Source: an optimization exercise on an open RTL-to-GDS flow (aim: small area). Production flows keep margins and buffers that such runs may drop. Function was not checked in any run shown here: the RTL went through the layout flow alone. No activity file was given, so power comes from the tool's default toggle rates.

[flow/config.mk]
export PLATFORM = sky130hd
export DESIGN_NAME = dense_1_feeder
export DESIGN_NICKNAME = dense_1_feeder
export VERILOG_FILES = /design/flow/design.v
export SDC_FILE = /design/flow/constraint.sdc
export NUM_CORES = 4
export LEC_CHECK = 0
export CAP_MARGIN = 20
export CORE_MARGIN = 2
export CORE_UTILIZATION = 60
export CTS_BUF_LIST = sky130_fd_sc_hd__clkbuf_4
export CTS_CLUSTER_SIZE = 20
export SLEW_MARGIN = 20
[flow/constraint.sdc]
create_clock -name core_clock -period 5.0 [get_ports {clk}]
set_input_delay 1.0000 -clock core_clock [delete_from_list [all_inputs] [get_ports {clk}]]
set_output_delay 1.0000 -clock core_clock [all_outputs]
set_load 0.01 [all_outputs]
[flow/design.v]
module dense_1_feeder #(
  parameter int IN_W            = 32,
  parameter int OUT_W           = 128,
  parameter int WORDS_PER_FRAME = 8,
  parameter int GAP             = 64,
  parameter int DEPTH           = 16
) (
  input  logic             clk,
  input  logic             rst,
  input  logic             vld_in,
  input  logic [IN_W-1:0]  data_in,
  output logic             rdy_out,
  output logic             vld_out,
  output logic [OUT_W-1:0] data_out,
  output logic             last_out,
  output logic             ovf
);
  localparam int PACK    = OUT_W / IN_W;
  localparam int PACK_W  = (PACK > 1) ? $clog2(PACK) : 1;
  localparam int FRAME_W = (WORDS_PER_FRAME > 1) ? $clog2(WORDS_PER_FRAME) : 1;
  localparam int GAP_W   = $clog2(GAP);
  localparam int CNT_W   = $clog2(DEPTH) + 1;
  localparam int RING_N  = DEPTH - 1;
  localparam int POS_W   = $clog2(RING_N);
  localparam int OCC_W   = $clog2(RING_N + 1);
  localparam int TAP     = 4;
  logic [PACK_W-1:0]        pack_cnt;
  logic [GAP_W-1:0]         gap_cnt;
  logic [FRAME_W-1:0]       rd_idx;
  logic [CNT_W-1:0]         fifo_count;
  logic [RING_N-1:0][PACK-1:0][IN_W-1:0] ring;
  logic [POS_W-1:0]             r_pos;      
  logic [CNT_W-1:0]             n_slot;     
  logic [PACK-1:0][IN_W-1:0]    lb;
  logic [PACK-1:0]              lb_vld;
  logic [PACK-1:0][POS_W-1:0]   w_pos;      
  logic [PACK-1:0][OCC_W-1:0]   occ;        
  logic [PACK-1:0][IN_W-1:0]    hd;
  logic [PACK-1:0]              hd_fill;
  logic                         hd_vld;
  logic               accept;
  logic               push;
  logic               pop;
  logic               bypass;
  logic               at_tap;
  logic [PACK-1:0]    tap_fill;
  logic [PACK-1:0]    fill_now;
  logic               release_hd;
  logic [PACK-1:0]    drop;
  logic [PACK-1:0]    beat_here;
  logic [RING_N-1:0][PACK-1:0] wr_here;
  logic [PACK-1:0]    wr_lane;
  logic [POS_W-1:0]   last_dist;
  logic               keep_last;
  assign rdy_out = !rst && (fifo_count < CNT_W'(DEPTH));
  assign accept  = vld_in && rdy_out;
  assign push    = accept && (pack_cnt == PACK_W'(PACK - 1));
  assign pop     = (fifo_count != '0) && (gap_cnt == '0);
  assign hd_vld  = &hd_fill;
  always_comb begin
    for (int j = 0; j < PACK; j++) begin
      beat_here[j] = accept && (pack_cnt == PACK_W'(PACK - 1 - j));
    end
  end
  assign bypass = (fifo_count == '0);
  assign at_tap = !hd_vld && (r_pos == POS_W'(RING_N - 1));
  always_comb begin
    for (int j = 0; j < PACK; j++) begin
      tap_fill[j] = at_tap && (occ[j] != '0);
      fill_now[j] = tap_fill[j] || (bypass && beat_here[j]);
    end
  end
  assign release_hd = !rst && !hd_vld && (&(hd_fill | fill_now));
  always_comb begin
    for (int j = 0; j < PACK; j++) begin
      drop[j] = release_hd && (occ[j] == '0);
    end
  end
  always_comb begin
    for (int j = 0; j < PACK; j++) begin
      wr_lane[j] = 1'b0;
      for (int p = 0; p < RING_N; p++) begin
        wr_here[p][j] = (p % TAP == 0) && !rst && lb_vld[j] && !drop[j] &&
                        (occ[j] != OCC_W'(RING_N)) &&
                        (w_pos[j] == POS_W'((p + RING_N - 1) % RING_N));
        wr_lane[j] = wr_lane[j] | wr_here[p][j];
      end
    end
  end
  assign last_dist = (r_pos == POS_W'(RING_N - 1)) ? '0 : r_pos + 1'b1;
  assign keep_last = !rst && !(release_hd && r_pos == POS_W'(RING_N - 1)) &&
                     ({1'b0, last_dist} < n_slot);
  always_ff @(posedge clk) begin
    for (int j = 0; j < PACK; j++) begin
      ring[0][j] <= (ring[RING_N-1][j] & {IN_W{keep_last}}) | (lb[j] & {IN_W{wr_here[0][j]}});
      for (int p = 1; p < RING_N; p++) begin
        ring[p][j] <= ring[p-1][j] | (lb[j] & {IN_W{wr_here[p][j]}});
      end
    end
  end
  always_ff @(posedge clk) begin
    for (int j = 0; j < PACK; j++) begin
      if (beat_here[j]) lb[j] <= data_in;
      if (bypass && beat_here[j]) begin
        hd[j] <= data_in;
      end else if (tap_fill[j]) begin
        hd[j] <= ring[RING_N-1][j];
      end
    end
  end
  always_ff @(posedge clk) begin
    if (rst) begin
      pack_cnt   <= '0;
      gap_cnt    <= '0;
      rd_idx     <= '0;
      fifo_count <= '0;
      r_pos      <= '0;
      n_slot     <= '0;
      lb_vld     <= '0;
      w_pos      <= '0;
      occ        <= '0;
      hd_fill    <= '0;
      vld_out    <= 1'b0;
      data_out   <= '0;
      last_out   <= 1'b0;
      ovf        <= 1'b0;
    end else begin
      if (vld_in && !rdy_out) begin
        ovf <= 1'b1;
      end
      if (accept) begin
        pack_cnt <= pack_cnt + 1'b1;
      end
      if (push && !pop) begin
        fifo_count <= fifo_count + 1'b1;
      end else if (pop && !push) begin
        fifo_count <= fifo_count - 1'b1;
      end
      if (pop) begin
        gap_cnt <= GAP_W'(GAP - 1);
      end else if (gap_cnt != '0) begin
        gap_cnt <= gap_cnt - 1'b1;
      end
      if (beat_here[PACK-1] && !release_hd) begin
        n_slot <= n_slot + 1'b1;
      end else if (release_hd && !beat_here[PACK-1]) begin
        n_slot <= n_slot - 1'b1;
      end
      if (!release_hd) r_pos <= (r_pos == POS_W'(RING_N - 1)) ? '0 : r_pos + 1'b1;
      for (int j = 0; j < PACK; j++) begin
        if (beat_here[j] && !drop[j]) begin
          lb_vld[j] <= 1'b1;
        end else if (wr_lane[j] || drop[j]) begin
          lb_vld[j] <= 1'b0;
        end
        if (!(wr_lane[j] || drop[j])) begin
          w_pos[j] <= (w_pos[j] == POS_W'(RING_N - 1)) ? '0 : w_pos[j] + 1'b1;
        end
        if (wr_lane[j] && !(release_hd && !drop[j])) begin
          occ[j] <= occ[j] + 1'b1;
        end else if (!wr_lane[j] && release_hd && !drop[j]) begin
          occ[j] <= occ[j] - 1'b1;
        end
      end
      if (pop) begin
        hd_fill <= '0;
      end else begin
        hd_fill <= hd_fill | fill_now;
      end
      vld_out <= pop;
      if (pop) begin
        rd_idx   <= rd_idx + 1'b1;
        data_out <= hd;
        last_out <= (rd_idx == FRAME_W'(WORDS_PER_FRAME - 1));
      end else begin
        last_out <= 1'b0;
      end
    end
  end
endmodule
[flow/run.sh]
#!/bin/bash
# synth_recipe.tcl (not shown) runs the flow's synth.tcl, then flattens the netlist and writes it again
# the make line also repeats each setting of config.mk as NAME=value (left out here)
make -C /OpenROAD-flow-scripts/flow DESIGN_CONFIG=/design/flow/config.mk WORK_HOME=/design/flow/orfs CLKGATE_MAP_FILE= SYNTH_SCRIPT=/design/flow/synth_recipe.tcl finish
==> results of run 1 <==
-- layer usage --
| layer | vias up | share of wire, % | GRT usage (%) |
|---|---|---|---|
| met4 | 0 | 2.3 | 10.6 |
| met2 | 868 | 47 | 40.4 |
| met1 | 16300 | 46 | 34.3 |
| met5 | - | 0 | 0 |
| li1 | 15500 | - | - |
| met3 | 227 | 4.7 | 5.49 |
-- logic make-up after synthesis --
group                      after synthesis  synth area share (%)
buffers and inverters                  189                  1.27
and+or+nand+nor                        479                  3.69
muxes                                  157                  2.86
xor gates and xnor gates                19                 0.273
DFF                                   2372                  82.0
adders and majority gates               34                 0.762
AOI/OAI and AO/OA                      740                  9.16
-- state kept, by name, indices dropped and copies added, names as in the netlist --
name / flops
gap_cnt: 6
hd: 128
lb: 128
hd_fill: 4
n_slot: 5
last_out: 1
fifo_count: 5
ovf: 1
lb_vld: 4
r_pos: 4
data_out: 128
ring: 1920
w_pos: 16
occ: 16
vld_out: 1
pack_cnt: 2
rd_idx: 3
-- worst max-delay path, stage by stage --
cell,delay [ps]
dlygate4sd3_1,550
buf_6,140
buf_4,740
nor2_1,70
clkdlybuf4s50_1,510
-- final cells by class --
type / count / share of cell area, %
sequential: 2372 / 69.6
multi-input combinational: 1429 / 14.5
clock buffer: 864 / 9.02
timing repair buffer: 229 / 3.09
tap: 1368 / 2.38
clock inverter: 127 / 1.24
inverter: 20 / 0.108
antenna: 8 / 0.0278
-- worst max-delay path by stage --
stage / slack, ps / to / start
floorplan: 540 / occ[15] / rst
global placement: 570 / n_slot[4] / vld_in
detailed placement: 480 / occ[7] / vld_in
CTS: 950 / rdy_out / rst
global route: 830 / occ[7] / fifo_count[0]
finish: 990 / rdy_out / rst
-- timing repair --
action	in CTS	in global routing
endpoints found under the hold margin	2	0
hold buffers	1	0
setup buffers	0	0
-- report_power, final --
part	leakage [uW]	switching [uW]	internal [uW]	total, uW
logic	0.00659	1430	768	2200
registers	0.0193	253	19600	19900
clock network	0.00438	7160	8530	15700
total	0.0303	8840	28900	37800
-- cell usage in the layout, fill, tap and decap left out, types with 26 or more instances in the layout --
cell type and instances:
buf_4 55, dfxtp_1 2116, nor2_1 44, mux2_2 137, a22o_1 128, a31o_1 60
edfxtp_1 256, a21o_1 200, a21oi_1 164, a41o_1 36, a31o_2 101, nand2_1 308
clkinv_1 80, clkbuf_4 864, clkdlybuf4s50_1 165, ha_1 26
-- stage by stage --
stage          hold slack [ps]  setup slack [ps]  utilization (%)  area (um^2)
2_1_floorplan              310               545                -        61000
3_3_place_gp               310               567             63.6        64400
3_5_place_dp               312               482             63.6        64500
4_1_cts                    271               948             70.9        71900
5_1_grt                    281               826             71.0        71900
6_report                   269               995             71.0        71900
==> results.cfg, run 1 <==
[status]
status = timing/DRC/antenna clean

[synth]
synth_area_leaders = dfxtp_1 69%, edfxtp_1 13%, mux2_2 2.5%
synth_cell_types = 63
ys_ff_latch = 2372
synth_area_per_cell_um2 = 15.3
synth_top_area_share_pct = 69.4
yosysMostFrequentCell = dfxtp_1
synth_top_area_cell = dfxtp_1
ys_top_cells_by_count = 2116 x dfxtp_1, 312 x nand2_1, 256 x edfxtp_1
synth_edf_count = 256
synth-main-ff-cell = dfxtp_1
async_reset_ff_share_pct = 0
netlist_instances = 3990
netlist_area_um2 = 61000
syn-num-nets = 4057
ys_warn_count = 1
ys_seq_area_share_pct = 82.0

[grt]
grt_max_degree = 85
grt_pass1_wl_mm = 202
antenna_found_initial = 10
grt_use_total_pct = 25.5
grt_pass1_vias = 35400
grt.overflow.total = 0

[drt]
wl_per_cell_um = 20.5
wirelength_mm = 132
drc = 0
drt_iter0_drc = 1845
firstDrtPassIters = 5
vias = 32900
ant_nets = 0
viasPerCell = 5.12

[power_and_ir_drop]
power.density_nw_per_um2 = 526
total_power_uw = 37800
p_leak_uw = 0.0303
ir_drop_v = 0.000296

[worst_hold_path]
hold_start = ring[797]
hold_depth = 0
hold_end = ring[925]
hold_class = register to register

[cells_and_area]
nets = 4690
final_cells = 6417
fillCellCount = 7084
multiInputGateArea_um2 = 10400
drive_above_1_share_pct = 24.9
syn2layout_area_growth_pct = 17.8
seq_area_um2 = 50000

[timing]
finalSetupViolCount = 0
tightest_slew_ps = 1110
rsz0062_at_grt = no
slew_viol_final = 0
setup_tns_ps = 0
final.min_clock_period_ps = 4010
max-slew-margin-rel_pct = 25.6
fmax_mhz = 250
hold_viol = 0
skew_ps = 124
period_share_pct = 80.1

[placed_design]
dp.cells = 5417
hpwl_mm = 73.9
place.gp.congestion = 0.799
port_buffers = 166

[floorplanning]
core_um2 = 101000
die_w_um = 323
die-area_um2 = 104000
die_h_um = 323
io_pins = 167
initial_core_util_pct = 60.3
row_count = 117

[critical_path]
arrival_ps = 3010
required_ps = 4000
critPathLaunchType = primary input
worstPathMaxFanout = 84
ff2ff_path_depth = 11
end_kind = primary output
criticalPathCategory = primary input to primary output
r2r_slack_ps = 1070
r2r_start = fifo_count[0]
r2r-end = occ[7]

[cts]
path_clk_slew_ps = 60
clockBufferDepth = 4
h-tree-depth = 6
root_buffer = clkbuf_4
clock-sinks = 2372
cts_buffers = 571
cts_tree = done
clock_latency_ps = 1220
post_cts_resized = 0

[flow_run]
max_cap_violations = 0
==> run 2: changes to the inputs <==
--- a/flow/config.mk
+++ b/flow/config.mk
@@ -8,6 +8,6 @@
 export CAP_MARGIN = 20
 export CORE_MARGIN = 2
 export CORE_UTILIZATION = 60
-export CTS_BUF_LIST = sky130_fd_sc_hd__clkbuf_4
-export CTS_CLUSTER_SIZE = 20
+export CTS_BUF_LIST = sky130_fd_sc_hd__clkbuf_8
+export CTS_CLUSTER_SIZE = 30
 export SLEW_MARGIN = 20
==> results.cfg, run 2 <==
[status]
status = timing/DRC/antenna clean

[critical_path]
r2r_slack_ps = 1050
worstPathMaxFanout = 8
path_cells = nor4_4, a21oi_1, a21oi_1, nand3_1, nand3b_1, ha_1, a21o_1, a21oi_1, nor2_1, mux2i_1, mux2_2
r2r_start = fifo_count[0]
crit_top_cell = a21oi_1
arrival_ps = 4730
critPathLaunchType = register
criticalPathCategory = register to register
r2r-end = occ[7]
worst_path_largest_cell_delay_ps = 740
ff2ff_path_depth = 11
end_kind = register
required_ps = 5780
cp_slowest_cell = nor4_4

[power_and_ir_drop]
power.density_nw_per_um2 = 520
clkPwrFrac_pct = 40.6
p_seq_share_pct = 53.5
p_leak_uw = 0.0300
p_int_uw = 28700
power.switching_uw = 8560
swShare_pct = 23.0
power_frac_comb_pct = 5.9
ir_drop_v = 0.000340

[cells_and_area]
drive_above_1_share_pct = 18.0
layout_common_cells = 2116 x dfxtp_1, 443 x clkbuf_8, 308 x nand2_1
final_core_util_pct = 70.6
largest-register = ring
nets = 4471
final_common_cell = dfxtp_1
final_cells = 6048
design_area_um2 = 71500
largest_reg_flops = 1920
syn2layout_area_growth_pct = 17.2

[synth]
synth_area_leaders = dfxtp_1 69%, edfxtp_1 13%, mux2_2 2.5%
synth-main-ff-cell = dfxtp_1
synth_edf_count = 256
yosysMostFrequentCell = dfxtp_1
synth_cell_types = 63
synth_top_area_cell = dfxtp_1
ys_warn_count = 1
ys_seq_area_share_pct = 82.0
syn-num-nets = 4057
netlist_area_um2 = 61000
async_reset_ff_share_pct = 0
synth_top_area_share_pct = 69.4
ys_top_cells_by_count = 2116 x dfxtp_1, 312 x nand2_1, 256 x edfxtp_1
ys_ff_latch = 2372
netlist_instances = 3990
synth_area_per_cell_um2 = 15.3

[cts]
clock-sinks = 2372
path_clk_slew_ps = 60
holdBufCountCts = 0
root_buffer = clkbuf_8
cts_tree = done
cts_buffers = 353
post_cts_resized = 0
clockBufferDepth = 4
clock_latency_ps = 950
h-tree-depth = 5
post_cts_buffers = 0

[drt]
viasPerCell = 5.20
firstDrtPassIters = 7
wirelength_mm = 129
wl_per_cell_um = 21.4
ant_nets = 0
drc = 0
drt_iter0_drc = 1996
vias = 31400

[placed_design]
port_buffers = 166
dp.cells = 5417
hpwl_mm = 73.9
place_area_um2 = 64500
place.gp.congestion = 0.799

[worst_hold_path]
hold_end = ring[925]
hold_start = ring[797]
hold_class = register to register
hold_depth = 0

[grt]
grt_use_total_pct = 25.0
grt_pass1_wl_mm = 197
grt_pass1_vias = 33200
grt_max_degree = 85
grt.overflow.total = 0
antenna_found_initial = 7

[timing]
fmax_mhz = 253
tightest_slew_ps = 1130
max-slew-margin-rel_pct = 24.3
rsz0062_at_grt = no
finalSetupViolCount = 0
skew_ps = 61.8
hold_viol = 0
slew_viol_final = 0
final.min_clock_period_ps = 3950
hold_slack_ps = 292
period_share_pct = 78.9
setup_tns_ps = 0

[floorplanning]
initial_core_util_pct = 60.3
die_w_um = 323
core_um2 = 101000
io_pins = 167
row_count = 117
die-area_um2 = 104000
die_h_um = 323

[flow_run]
max_cap_violations = 0
run 2: cell type report:
type	instances	area [um^2]
Inverter	20	77.6
Clock inverter	185	942
Sequential cell	2372	50000
Tap cell	1368	1710
Fill cell	6980	29800
Timing Repair Buffer	228	2210
Multi-Input combinational cell	1429	10400
Clock buffer	443	6100
Antenna cell	3	7.51
run 2: routing by layer:
layer	GRT usage (%)	wire, um	part of all wire, %	vias up
met5	0	0	0	-
li1	-	-	-	14700
met2	39.4	59500	46	776
met4	9.90	3570	2.8	0
met1	34.5	60700	47	15700
met3	4.43	5400	4.2	224
run 2: critical path, delay by kind of cell (launching register included):
kind,cells,cell delay (ps)
flops,1,380
fa+ha+maj,1,270
compound gates,4,1060
mux,2,550
simple gates,4,1590
run 2: worst max path at each step:
stage / startpoint / end / slack, ps / depth (start not counted)
6_report: fifo_count[0] / occ[7] / 1050 / 11
5_1_grt: fifo_count[0] / occ[7] / 870 / 11
4_1_cts: fifo_count[0] / occ[7] / 1170 / 11
3_5_place_dp: vld_in / occ[7] / 480 / 12
3_3_place_gp: vld_in / n_slot[4] / 570 / 13
2_1_floorplan: rst / occ[15] / 540 / 12
run 2: kinds of logic (layout without fill, tap and decap cells):
group	count (synthesis)	count (layout)	synth area share, %
other	0	3	0
adder cells (fa/ha/maj)	34	34	0.762
multiplexers	157	157	2.86
flip-flops	2372	2372	82.0
buffers and inverters	189	876	1.27
AO/OA/AOI/OAI	740	740	9.16
XOR/XNOR	19	19	0.273
AND/OR/NAND/NOR	479	479	3.69
run 2: power by group through the flow:
| stage | clock network, uW | registers [uW] | logic (uW) |
|---|---|---|---|
| after floorplan | 0 | 20300 | 1110 |
| after global placement | 0 | 20300 | 2150 |
| after detailed placement | 0 | 20300 | 2210 |
| after CTS | 15400 | 19900 | 2220 |
| after global routing | 16300 | 19900 | 2370 |
| final | 15100 | 19900 | 2200 |
run 2: per-stage QoR:
step	total power [uW]	worst slack, ps
6_report	37200	1050
5_1_grt	38600	865
4_1_cts	37600	1170
3_5_place_dp	22500	482
3_3_place_gp	22500	567
2_1_floorplan	21400	545
==> run 3: changes to the inputs <==
--- a/flow/config.mk
+++ b/flow/config.mk
@@ -7,7 +7,5 @@
 export LEC_CHECK = 0
 export CAP_MARGIN = 20
 export CORE_MARGIN = 2
-export CORE_UTILIZATION = 60
-export CTS_BUF_LIST = sky130_fd_sc_hd__clkbuf_8
-export CTS_CLUSTER_SIZE = 30
+export CORE_UTILIZATION = 40
 export SLEW_MARGIN = 20
==> results.cfg, run 3 <==
[cts]
root_buffer = clkbuf_16
clockBufferDepth = 3
cts_tree = done
h-tree-depth = 4
post_cts_resized = 0
holdBufCountCts = 0
post_cts_buffers = 0
path_clk_slew_ps = 70
cts_buffers = 214
clock-sinks = 2372
clock_latency_ps = 820

[placed_design]
place_area_um2 = 65400
place.gp.congestion = 0.757
port_buffers = 166
hpwl_mm = 72.3

[cells_and_area]
final_common_cell = dfxtp_1
syn2layout_area_growth_pct = 19.0
nets = 4335
design_area_um2 = 72700
fillCellCount = 13100
layout_common_cells = 2115 x dfxtp_1, 307 x nand2_1, 256 x edfxtp_1
final_core_util_pct = 47.9
drive_above_1_share_pct = 15.5
largest-register = ring
largest_reg_flops = 1920

[synth]
syn-num-nets = 4057
synth_compound_area_share_pct = 9.16
synth_cell_types = 63
synth_area_leaders = dfxtp_1 69%, edfxtp_1 13%, mux2_2 2.5%
synth-main-ff-cell = dfxtp_1
synth-xor-area-share_pct = 0.273
netlist_instances = 3990
netlist_area_um2 = 61000
synth_top_area_cell = dfxtp_1
muxShareOfSynthArea_pct = 2.86
yosysMostFrequentCell = dfxtp_1
ys_ff_latch = 2372
ys_warn_count = 1
ys_top_cells_by_count = 2116 x dfxtp_1, 312 x nand2_1, 256 x edfxtp_1
synth_edf_count = 256
async_reset_ff_share_pct = 0
synth-simple-area-share_pct = 3.69
synth_top_family_by_area = compound AO/OA/AOI/OAI gates
synth_area_per_cell_um2 = 15.3
ys_seq_area_share_pct = 82.0
synth_fa_ha_area_share_pct = 0.762
synth_top_area_share_pct = 69.4

[critical_path]
path_delay_family = simple AND/OR/NAND/NOR gates
end_kind = register
path_cells = clkdlybuf4s50_1, and4bb_2, a221oi_2, a31oi_1, nand3_1, nand3b_1, ha_1, a21o_1, a21oi_1, nor2_1, mux2i_1, mux2_2
worstPathMaxFanout = 7
arrival_ps = 4490
cp_slowest_cell = clkdlybuf4s50_1
critPathLaunchType = primary input
worst_path_largest_cell_delay_ps = 690
criticalPathCategory = primary input to register
required_ps = 5700
path_buf_inv = 1

[drt]
wirelength_mm = 128
viasPerCell = 4.65
firstDrtPassIters = 5
drc = 0
ant_nets = 0
vias = 30100
wl_per_cell_um = 19.7
drt_iter0_drc = 1744

[floorplanning]
core_um2 = 152000
io_pins = 167
row_count = 143
die-area_um2 = 156000
die_w_um = 395
initial_core_util_pct = 40.2
die_h_um = 395

[timing]
tightest_slew_ps = 1160
fmax_mhz = 264
hold_viol = 0
slew_viol_final = 0
skew_ps = 26.8
finalSetupViolCount = 0
setup_tns_ps = 0
period_share_pct = 75.9
final.min_clock_period_ps = 3790
max-slew-margin-rel_pct = 22.8
rsz0062_at_grt = no

[grt]
grt_pass1_wl_mm = 190
antenna_found_initial = 9
grt_max_degree = 138
grt_use_total_pct = 16.2
grt_pass1_vias = 30000
grt.overflow.total = 0

[power_and_ir_drop]
ir_drop_v = 0.000329
p_leak_uw = 0.0295
power.density_nw_per_um2 = 531

[status]
status = timing/DRC/antenna clean

[flow_run]
max_cap_violations = 0

[worst_hold_path]
hold_class = register to register
[run 3: final timing paths]
path                 start         end  slack [ps]  cells after the start
max reg2reg  fifo_count[0]     occ[15]        1210                     11
min reg2reg     ring[1223]  ring[1351]         310                      0
min             ring[1223]  ring[1351]         310                      0
max                 vld_in     occ[15]        1210                     12
[run 3: through the flow]
step	worst slack, ps	hold slack, ps	total power [uW]	std cells
2_1_floorplan	545	310	21400	3990
3_3_place_gp	547	309	22500	6082
3_5_place_dp	479	312	22500	6082
4_1_cts	1240	305	39000	6481
5_1_grt	978	311	39900	6481
6_report	1210	309	38600	6485
[run 3: kinds of logic (layout without fill, tap and decap cells)]
logic type | Yosys count | after routing
buffers and inverters | 189 | 650
multiplexers | 157 | 157
adder cells (fa/ha/maj) | 34 | 34
flip-flops | 2372 | 2372
other | 0 | 4
AND/OR/NAND/NOR | 479 | 479
AO/OA/AOI/OAI | 740 | 740
XOR/XNOR | 19 | 19
[run 3: report_power, final]
group	switching, uW	total [uW]	internal [uW]
Clock	6900	16500	9580
Sequential	250	19900	19700
Combinational	1410	2170	756
[run 3: area by class of cell]
cell class | count | area [um^2] | share of cell area [%]
diodes | 4 | 10.0 | 0.0138
clock buffers | 327 | 6520 | 8.97
clock inverters | 72 | 788 | 1.08
inverters | 20 | 80.1 | 0.110
multi-input cells | 1429 | 10400 | 14.4
flip-flops and latches | 2372 | 50000 | 68.9
well taps | 2030 | 2540 | 3.50
repair buffers | 231 | 2250 | 3.10
[run 3: layer usage]
layer | up-vias | share of wire, % | GRT usage, %
met5 | - | 0.0071 | 0
met4 | 2 | 2.4 | 5.30
li1 | 14400 | - | -
met1 | 15000 | 48 | 22.8
met3 | 196 | 4.0 | 2.81
met2 | 546 | 45 | 25.4
==> run 4: changes to the inputs <==
--- a/flow/design.v
+++ b/flow/design.v
@@ -28,6 +28,7 @@
   logic [GAP_W-1:0]         gap_cnt;
   logic [FRAME_W-1:0]       rd_idx;
   logic [CNT_W-1:0]         fifo_count;
+  logic [RING_N-1:0][PACK-1:0][IN_W-1:0] ring_q;
   logic [RING_N-1:0][PACK-1:0][IN_W-1:0] ring;
   logic [POS_W-1:0]             r_pos;      
   logic [CNT_W-1:0]             n_slot;     
@@ -90,11 +91,22 @@
   assign last_dist = (r_pos == POS_W'(RING_N - 1)) ? '0 : r_pos + 1'b1;
   assign keep_last = !rst && !(release_hd && r_pos == POS_W'(RING_N - 1)) &&
                      ({1'b0, last_dist} < n_slot);
+  always_comb begin
+    for (int p = 0; p < RING_N; p++) begin
+      ring[p] = ((p / TAP) % 2 == 1) ? ~ring_q[p] : ring_q[p];
+    end
+  end
   always_ff @(posedge clk) begin
     for (int j = 0; j < PACK; j++) begin
-      ring[0][j] <= (ring[RING_N-1][j] & {IN_W{keep_last}}) | (lb[j] & {IN_W{wr_here[0][j]}});
-      for (int p = 1; p < RING_N; p++) begin
-        ring[p][j] <= ring[p-1][j] | (lb[j] & {IN_W{wr_here[p][j]}});
+      for (int p = 0; p < RING_N; p++) begin
+        if (p == 0) begin
+          ring_q[p][j] <= (ring[RING_N-1][j] & {IN_W{keep_last}}) | (lb[j] & {IN_W{wr_here[p][j]}});
+        end else if (p % TAP == 0) begin
+          ring_q[p][j] <= (((p / TAP) % 2 == 1) ? ~(ring[p-1][j] | (lb[j] & {IN_W{wr_here[p][j]}}))
+                                                :  (ring[p-1][j] | (lb[j] & {IN_W{wr_here[p][j]}})));
+        end else begin
+          ring_q[p][j] <= ring_q[p-1][j];
+        end
       end
     end
   end
--- a/flow/config.mk
+++ b/flow/config.mk
@@ -5,7 +5,10 @@
 export SDC_FILE = /design/flow/constraint.sdc
 export NUM_CORES = 4
 export LEC_CHECK = 0
+export ABC_AREA = 1
 export CAP_MARGIN = 20
 export CORE_MARGIN = 2
-export CORE_UTILIZATION = 40
+export CORE_UTILIZATION = 60
+export CTS_CLUSTER_DIAMETER = 60
+export CTS_CLUSTER_SIZE = 30
 export SLEW_MARGIN = 20
==> results.cfg, run 4 <==
[drt]
wirelength_mm = 110
vias = 29300
viasPerCell = 4.93
drt_iter0_drc = 1858
wl_per_cell_um = 18.5
drc = 0
ant_nets = 0
firstDrtPassIters = 5

[placed_design]
place.gp.congestion = 0.755
port_buffers = 166
hpwl_mm = 63.5
dp.cells = 5709

[timing]
max-slew-margin-rel_pct = 28.5
hold_viol = 0
finalSetupViolCount = 0
skew_ps = 44.0
setup_tns_ps = 0
period_share_pct = 72.2
fmax_mhz = 277
final.min_clock_period_ps = 3610
tightest_slew_ps = 1070
rsz0062_at_grt = no
slew_viol_final = 0

[synth]
synth_top_area_cell = dfxtp_1
synth_area_per_cell_um2 = 14.0
yosysMostFrequentCell = dfxtp_1
netlist_instances = 4314
synth_edf_count = 256
muxShareOfSynthArea_pct = 0
synth_top_family_by_area = compound AO/OA/AOI/OAI gates
ys_seq_area_share_pct = 82.7
ys_ff_latch = 2372
synth-main-ff-cell = dfxtp_1
netlist_area_um2 = 60500
synth_cell_types = 42
syn-num-nets = 4381
synth_top_area_share_pct = 70.0
async_reset_ff_share_pct = 0
ys_warn_count = 1
synth-simple-area-share_pct = 2.86
ys_top_cells_by_count = 2116 x dfxtp_1, 480 x inv_1, 293 x o21ai_0
synth_fa_ha_area_share_pct = 0.736
synth_area_leaders = dfxtp_1 70%, edfxtp_1 13%, o21bai_1 3.2%
synth-xor-area-share_pct = 0.188
synth_compound_area_share_pct = 9.55

[floorplanning]
die_h_um = 322
row_count = 116
die_w_um = 322
initial_core_util_pct = 60.5
die-area_um2 = 103000
io_pins = 167
core_um2 = 100000

[critical_path]
arrival_ps = 4290
worstPathMaxFanout = 76
critPathLaunchType = register
criticalPathCategory = register to register
end_kind = register
required_ps = 5680

[cts]
cts_tree = done
post_cts_resized = 0
clockBufferDepth = 3
h-tree-depth = 4
root_buffer = clkbuf_16
holdBufCountCts = 0
clock_latency_ps = 760
cts_buffers = 130
post_cts_buffers = 0
clock-sinks = 2372
path_clk_slew_ps = 100

[power_and_ir_drop]
p_int_uw = 26500
power.density_nw_per_um2 = 502
swShare_pct = 22.7
power_frac_comb_pct = 5.5
p_seq_share_pct = 58.9
ir_drop_v = 0.000374
p_leak_uw = 0.0267
power.switching_uw = 7770
clkPwrFrac_pct = 35.6

[grt]
grt_use_total_pct = 21.5
grt_pass1_wl_mm = 168
grt.overflow.total = 0
grt_max_degree = 95
antenna_found_initial = 1
grt_pass1_vias = 28200

[flow_run]
max_cap_violations = 0

[cells_and_area]
largest_reg_flops = 1920
final_core_util_pct = 68.3
layout_common_cells = 2116 x dfxtp_1, 480 x inv_1, 293 x o21ai_0
final_cells = 5947
final_common_cell = dfxtp_1
nets = 4610
largest-register = ring_q
syn2layout_area_growth_pct = 13.0
drive_above_1_share_pct = 6.82

[status]
status = timing/DRC/antenna clean

[worst_hold_path]
hold_class = register to register
==> run 4: area by class of cell <==
cell class	instances	area, um^2
repair buffers	217	2070
well taps	1298	1620
inverters	493	1850
fillers	7157	31700
multi-input cells	1329	8110
clock buffers	153	3590
flip-flops and latches	2372	50000
clock inverters	84	1050
diodes	1	2.50
==> run 4: final timing paths <==
check                  to  slack (ps)  cells after the start    startpoint
max          data_out[51]        1390                     12    gap_cnt[0]
min          ring_q[1683]         300                      0  ring_q[1555]
max reg2reg  data_out[51]        1390                     12    gap_cnt[0]
min reg2reg  ring_q[1683]         300                      0  ring_q[1555]
==> run 4: routing by layer <==
layer	wire (um)	GRT usage (%)	vias up	part of all wire [%]
met5	0	0	-	0
met4	2900	6.88	0	2.6
met3	3780	3.19	153	3.4
met2	48600	32.9	462	44
met1	54800	31.8	14100	50
li1	-	-	14500	-
==> run 4: through the flow <==
step                      hold slack [ps]  area [um^2]  setup WS, ps  total power [uW]
after global routing                  303        68300          1060             35500
final                                 302        68300          1390             34300
after floorplan                       310        60500           238             21600
after CTS                             307        68300          1330             34600
after detailed placement              312        63700           711             22600
after global placement                310        63700           769             22500
==> run 4: cell families after synthesis <==
kind of cell | after synthesis
buffers and inverters | 613
xor gates and xnor gates | 13
AOI/OAI and AO/OA | 884
and+or+nand+nor | 400
DFF | 2372
adders and majority gates | 32
==> run 4: critical path, stage by stage (launching register included) <==
cell,delay [ps]
dfxtp_1,340
inv_1,60
ha_1,170
inv_1,50
nor3_1,230
inv_1,70
nor3_1,190
inv_1,120
nor2_1,340
inv_1,170
nor2_4,550
buf_4,910
a22o_1,250
==> run 4: power groups by stage <==
| stage | logic, uW | clock network, uW | registers (uW) |
|---|---|---|---|
| CTS | 1930 | 12500 | 20200 |
| floorplan | 948 | 0 | 20600 |
| global route | 2070 | 13200 | 20300 |
| finish | 1890 | 12200 | 20200 |
| detailed placement | 1920 | 0 | 20600 |
| global placement | 1900 | 0 | 20600 |
==> run 5: changes to the inputs <==
--- a/flow/config.mk
+++ b/flow/config.mk
@@ -9,6 +9,6 @@
 export CAP_MARGIN = 20
 export CORE_MARGIN = 2
 export CORE_UTILIZATION = 60
-export CTS_CLUSTER_DIAMETER = 60
-export CTS_CLUSTER_SIZE = 30
+export CTS_CLUSTER_DIAMETER = 80
+export CTS_CLUSTER_SIZE = 36
 export SLEW_MARGIN = 20
==> results.cfg, run 5 <==
[flow_run]
max_cap_violations = 0

[cts]
post_cts_buffers = 0
clock_latency_ps = 700
h-tree-depth = 3
root_buffer = clkbuf_16
cts_buffers = 76
clock-sinks = 2372
cts_tree = done
clockBufferDepth = 3
post_cts_resized = 0
path_clk_slew_ps = 120
holdBufCountCts = 0

[synth]
syn-num-nets = 4381
netlist_area_um2 = 60500
async_reset_ff_share_pct = 0
netlist_instances = 4314
synth_area_per_cell_um2 = 14.0
synth_top_area_share_pct = 70.0
synth_cell_types = 42
yosysMostFrequentCell = dfxtp_1
synth-main-ff-cell = dfxtp_1
synth_area_leaders = dfxtp_1 70%, edfxtp_1 13%, o21bai_1 3.2%
ys_ff_latch = 2372
ys_top_cells_by_count = 2116 x dfxtp_1, 480 x inv_1, 293 x o21ai_0
synth_top_area_cell = dfxtp_1
synth_edf_count = 256
ys_warn_count = 1
ys_seq_area_share_pct = 82.7

[drt]
vias = 28800
met3_length_mm = 3.74
drt_iter0_drc = 1980
viasPerCell = 4.92
wl_met1_mm = 54.5
drc = 0
wirelength_mm = 108
maxUsedRoutingLayer = met4
firstDrtPassIters = 5
ant_nets = 0
wl_met2_mm = 47.6
wl_per_cell_um = 18.5

[status]
status = timing/DRC/antenna clean

[grt]
grt_pass1_wl_mm = 164
grt_use_total_pct = 20.9
grt_max_degree = 95
grt.overflow.total = 0
antenna_found_initial = 1
grt_pass1_vias = 27300

[critical_path]
critPathLaunchType = primary input
criticalPathCategory = primary input to register
cp-startpoint = rst
end_kind = register
path_buf_inv = 4
arrival_ps = 4170
path_cells = clkdlybuf4s50_1, buf_4, clkinv_1, buf_4, and3_1, o211ai_1, nand2_2, nand2_1, ha_1, nand2_1, nand2_1, a31oi_1, nand4_1, a21oi_1, nor2_1
required_ps = 5560
r2r_start = gap_cnt[0]
worstPathMaxFanout = 37
worst_path_largest_cell_delay_ps = 520
cp_slowest_cell = clkdlybuf4s50_1
path_delay_family = buffers and inverters
crit_top_cell = nand2_1

[power_and_ir_drop]
ir_drop_v = 0.000360
power.density_nw_per_um2 = 461
total_power_uw = 30400
p_leak_uw = 0.0255

[timing]
slew_viol_final = 0
finalSetupViolCount = 0
final.min_clock_period_ps = 3610
hold_viol = 0
period_share_pct = 72.1
hold_slack_ps = 323
skew_ps = 43.7
max-slew-margin-rel_pct = 28.5
setup_tns_ps = 0
rsz0062_at_grt = no
fmax_mhz = 277
worst_slack_ps = 1390
tightest_slew_ps = 1070

[placed_design]
place_ws_ps = 711
hpwl_mm = 63.5
place.gp.congestion = 0.755
port_buffers = 166

[floorplanning]
io_pins = 167
die_h_um = 322
die-area_um2 = 103000
core_um2 = 100000
initial_core_util_pct = 60.5
die_w_um = 322
row_count = 116

[cells_and_area]
multiInputGateArea_um2 = 8110
fillCellCount = 7423
final_core_util_pct = 66.0
largest-register = ring_q
antenna_cells = 0
drive_above_1_share_pct = 3.96
syn2layout_area_growth_pct = 9.03
final_common_cell = dfxtp_1
largest_reg_flops = 1920
nets = 4556
layout_common_cells = 2116 x dfxtp_1, 480 x inv_1, 293 x o21ai_0
seq_area_um2 = 50000

[worst_hold_path]
hold_start = ring_q[521]
hold_class = register to register
==> run 5: cell families after synthesis <==
logic type,count (synthesis),share of synthesized area (%)
flip-flops,2372,82.7
AO/OA/AOI/OAI,884,9.55
buffers and inverters,613,3.95
AND/OR/NAND/NOR,400,2.86
adder cells (fa/ha/maj),32,0.736
XOR/XNOR,13,0.188
==> run 5: final timing paths <==
path / to / slack, ps / cells after the start
setup / recovery: occ[11] / 1390 / 15
hold / removal: ring_q[649] / 320 / 0
setup reg to reg: data_out[111] / 1410 / 12
hold reg to reg: ring_q[649] / 320 / 0
==> run 5: per-stage QoR <==
step           instances  instance area (um^2)
2_1_floorplan       4314                 60500
3_3_place_gp        5709                 63700
3_5_place_dp        5709                 63700
4_1_cts             5844                 66000
5_1_grt             5844                 66000
6_report            5844                 66000
==> run 5: where the power goes <==
part	leakage (uW)	total [uW]	internal [uW]	switching, uW
sequential	0.0195	20200	19900	282
combinational	0.00497	1900	786	1110
clock	0.00108	8340	3080	5250
==> run 5: final cells by class <==
cell class,instances,area share (%)
clock buffers,129,3.30
clock inverters,6,0.138
inverters,493,2.81
multi-input cells,1329,12.3
flip-flops and latches,2372,75.9
well taps,1298,2.46
repair buffers,217,3.14
==> run 5: routing by layer <==
metal	track usage, %	vias to the layer above
met1	31.5	13900
met2	32.3	420
met4	5.53	0
met5	0	-
li1	-	14300
met3	2.60	116

[afterwards: timing with drivers on the ports]
Ports are ideal in the flow. The routed layouts listed here were re-timed in OpenROAD.
Step 1, drivers: a clkbuf_16 drives clk and a buf_2 each remaining input, both assumed.
Step 2 also shifts input and output timing later by t, the mid clock arrival at the registers, as if the neighbouring blocks saw the same clock.
a / b / c = ideal ports / drivers / drivers and shift; a / b = the first two.
run	t, ns	slack for setup (ns)	hold slack, ns	worst setup path at the end	clock arrival spread, ns
run 1	1.219	0.995 / 0.969 / 0.205	0.269 / 0.269 / 0.269	input to register	0.123 / 0.123
run 2	0.986	1.054 / 1.054 / 0.350	0.292 / 0.291 / 0.292	input to register	0.062 / 0.062
run 3	0.873	1.207 / 1.208 / 0.378	0.309 / 0.309 / 0.309	input to register	0.029 / 0.029
run 4	0.802	1.390 / 1.390 / 0.658	0.302 / 0.302 / 0.302	input to register	0.045 / 0.046
run 5	0.747	1.393 / 1.409 / 0.688	0.323 / 0.323 / 0.323	input to register	0.044 / 0.044
After both steps every run listed still meets setup and hold. The setup slack of run 3, which loses most, moves by +0.001 ns with the drivers and by -0.829 ns with both steps.
